Context: an optimization exercise on an open-source flow, tuned for small area and a short achievable clock period. The choices shown serve that exercise and are no tape-out recipe.
The RTL was checked by simulation tests, not by an equivalence proof against the original design.
Power is estimated from default activity; no workload was simulated.

== old ==
## dacSubsystem
module dacSubsystem (
  input  logic             ck933,
  input  logic             rstN,
  input  logic             nCs,
  input  logic             nWe,
  input  logic             nRd,
  input  hostBusPkg::addrT addr,
  input  hostBusPkg::dataT wrData,
  output hostBusPkg::dataT rdData,
  input  dspPkg::sampleT   sample0,
  input  dspPkg::sampleT   sample1,
  input  dspPkg::sampleT   sample2,
  input  logic             sampleEn0,
  input  logic             sampleEn1,
  input  logic             sampleEn2,
  output logic             sclk,
  output logic             dacNCs0,
  output logic             dacNCs1,
  output logic             dacNCs2,
  output logic             sdioOut,
  output logic             sdioOe,
  input  logic             sdioIn,
  output dspPkg::dacWordT  dacWord0,
  output dspPkg::dacWordT  dacWord1,
  output dspPkg::dacWordT  dacWord2,
  output logic             dacRst,
  output logic             bsyncNLock,
  output logic             demodNLock
);
  hostBusPkg::offsetT wrOffset;
  hostBusPkg::dataT   serialRd;
  hostBusPkg::dataT   interpRd0;
  hostBusPkg::dataT   interpRd1;
  hostBusPkg::dataT   interpRd2;
  hostBusPkg::dataT   gpioOut;
  logic               serialWrEn;
  logic               interpWrEn0;
  logic               interpWrEn1;
  logic               interpWrEn2;
  logic               softReset;
  logic [2:0]         dacNCs;
  hostRegs hostRegs (
    .ck933       (ck933),
    .rstN        (rstN),
    .nCs         (nCs),
    .nWe         (nWe),
    .nRd         (nRd),
    .addr        (addr),
    .wrData      (wrData),
    .rdData      (rdData),
    .serialRd    (serialRd),
    .interpRd0   (interpRd0),
    .interpRd1   (interpRd1),
    .interpRd2   (interpRd2),
  ...
Size in the first run: about 3,600 cells after synthesis, about 370 flip-flops, about 160 I/O pins, roughly 23,000 sq um of cells after synthesis.
clock: 6.0 ns
lec_check: 0
abc_area: 1
cap_margin: 20
core_margin: 2
core_utilization: 40
setup_slack_margin: 3.5
slew_margin: 20
standard.sh (not shown) runs the stock make flow with config.mk's settings and CLKGATE_MAP_FILE= SYNTH_SCRIPT=/design/flow/synth_recipe.tcl, a recipe that flattens the netlist after the stock synthesis.
==> flow/flow/run.sh <==
#!/bin/bash
# Standard synthesis without the full/half-adder cell mapping (registers are unchanged), then
# the standard layout; the resizer may pick any cell of the same function (not only one with
# the same footprint), and the port buffers are plain buffers.
set -euo pipefail
bash standard.sh ADDER_MAP_FILE= synth > synth.log 2>&1
bash standard.sh ADDER_MAP_FILE= MATCH_CELL_FOOTPRINT=0 "BUFFER_PORTS_ARGS=-buffer_cell sky130_fd_sc_hd__buf_1" finish > layout.log 2>&1
old went all the way through synthesis, placement and routing and the layout is clean on timing, DRC and antenna.
For new, these inputs were changed with respect to old:
- setting CTS_CLUSTER_SIZE to 22 for the first time
- setting CTS_CLUSTER_DIAMETER to 80 for the first time
## What came out
Taking old as the reference, in new routed length per instance -about 0.8%; global routing met3 resource utilization went down; deepest level of the CTS H-tree saw a decrease; wire length went down.


## the baseline
Another version of the RTL of dacSubsystem (not shown whole).
For scale: ~23000 um2 of cells after synthesis.
Settings: LEC_CHECK=0, ABC_AREA=1, CAP_MARGIN=20, CORE_MARGIN=2, CORE_UTILIZATION=50, CTS_CLUSTER_DIAMETER=80, CTS_CLUSTER_SIZE=22, PLACE_DENSITY=0.65, SETUP_SLACK_MARGIN=3.6, SLEW_MARGIN=20; clock period 6.0 ns.
Scripts as last shown in full above: flow/flow/run.sh
The inputs of the candidate differ from those of the baseline as listed below.
Settings: clearing PLACE_DENSITY, which used to be 0.65; putting TNS_END_PERCENT at 50 where nothing was set; swapping 50 for 40 in CORE_UTILIZATION.
- The candidate finished every stage and its layout cleared the timing, DRC and antenna checks.
- Min wire length across the baseline and the candidate: the candidate
- Comparing the two runs side by side, the candidate comes out behind the baseline on fmax.
- Relative to the baseline, signed area change from the synthesized netlist to the final layout has increased by 0.70 points in the candidate.
- Number of global-route vias before repair of the candidate falls short of that of the baseline by a few percent.


build 82:
Another version of the RTL of dacSubsystem (not shown whole).
Size: about 3500 cells after synthesis, ~160 I/O pins, roughly 23000 sq um of cells after synthesis.
Settings: LEC_CHECK=0, ABC_AREA=1, CAP_MARGIN=20, CORE_MARGIN=2, CORE_UTILIZATION=40, CTS_CLUSTER_DIAMETER=80, CTS_CLUSTER_SIZE=22, SETUP_SLACK_MARGIN=3.7, SLEW_MARGIN=20; clock period 6.0 ns.
Scripts as last shown in full above: flow/flow/run.sh
The inputs of build 9 differ from those of build 82 as listed below.
Settings: a deleted CTS_CLUSTER_DIAMETER that had been 80; a change of SETUP_SLACK_MARGIN from 3.7 to 3.5; a deleted CTS_CLUSTER_SIZE that had been 22.
### Flow results
For final area, dividing the value from build 82 by the value from build 9 gives 1.08. Delta (build 9 minus build 82): wire length of the first global-routing pass decreased by about 1.1% relative to the old numbers, final worst slack decreased 0.13 ns, internal power has increased, final critical path time including I/O delays and setup picked up an extra 0.13 ns. Run comparison: build 9 end point of the critical path hostRegs.rdData[8]$_DFFE_PP_; build 82 end point of the critical path hostRegs.rdData[2]$_DFFE_PP_. Delta (build 9 minus build 82): flip-flop and latch count after synthesis held steady; overall via count from detail_route went down 959; total power now sits higher.


dacSubsystem with an RTL version that a note above also has.
For scale: roughly 370 flip-flops.
Settings: LEC_CHECK=0, ABC_AREA=1, CAP_MARGIN=20, CORE_MARGIN=2, CORE_UTILIZATION=40, CTS_BUF_LIST=sky130_fd_sc_hd__clkbuf_8, CTS_CLUSTER_DIAMETER=60, CTS_CLUSTER_SIZE=16, SETUP_SLACK_MARGIN=3.6, SLEW_MARGIN=20; clock period 6.0 ns.
Scripts as last shown in full above: flow/flow/run.sh
The starting point produced a clean layout.
Then changed:
- CTS_BUF_LIST: sky130_fd_sc_hd__clkbuf_8 -> default
- CTS_CLUSTER_DIAMETER: 60 -> 80
- CTS_CLUSTER_SIZE: 16 -> 22
After rerunning:
- power came out higher by about 3.7%
- synthesized cell count does not change
- via count drops by about 0.7%
- clock-buffer cell count fell by 12
- non-clock buffer count decreases by 10
- core utilization barely changes
- routed wire length goes down by about 1.2%
- synthesized area stays the same
- final area is about the same
- clock power increases by 13%

-- afterwards: timing with drivers on the ports --
In the flow no input, the clock included, has a driving cell. The finished layouts below were timed again as built, in two steps.
Step 1 sets driving cells, clkbuf_16 on the clock port and buf_2 on the other inputs (assumed; they add their load-dependent delay and slew).
Step 2 times the ports against the registers' clock, not the clock port: input delays grow and output delays shrink by t, the midpoint of the rising clock arrivals with the driver on.
Slacks: ideal / step 1 / step 2; pairs: ideal / step 1.
run	shift t [ns]	slack for setup (ns)	worst setup path at the end	clock arrival spread, ns
old	0.637	3.524 / 3.501 / 2.926	input to register	0.025 / 0.025
new	0.653	3.562 / 3.501 / 2.932	input to register	0.019 / 0.019
the baseline	0.631	3.601 / 3.542 / 3.054	input to register	0.020 / 0.020
the candidate	0.643	3.524 / 3.469 / 3.064	input to register	0.029 / 0.029
build 82	0.636	3.545 / 3.556 / 2.934	input to register	0.024 / 0.024
build 9	0.645	3.418 / 3.455 / 2.810	input to register	0.020 / 0.019
the first run of note 4	0.720	3.471 / 3.416 / 3.007	input to register	0.053 / 0.053
the second run of note 4	0.649	3.582 / 3.522 / 3.055	input to register	0.023 / 0.023
After both steps setup and hold are still met in every run listed. The setup slack of new, which loses most, moves by -0.061 ns with the drivers and by -0.630 ns with both steps.
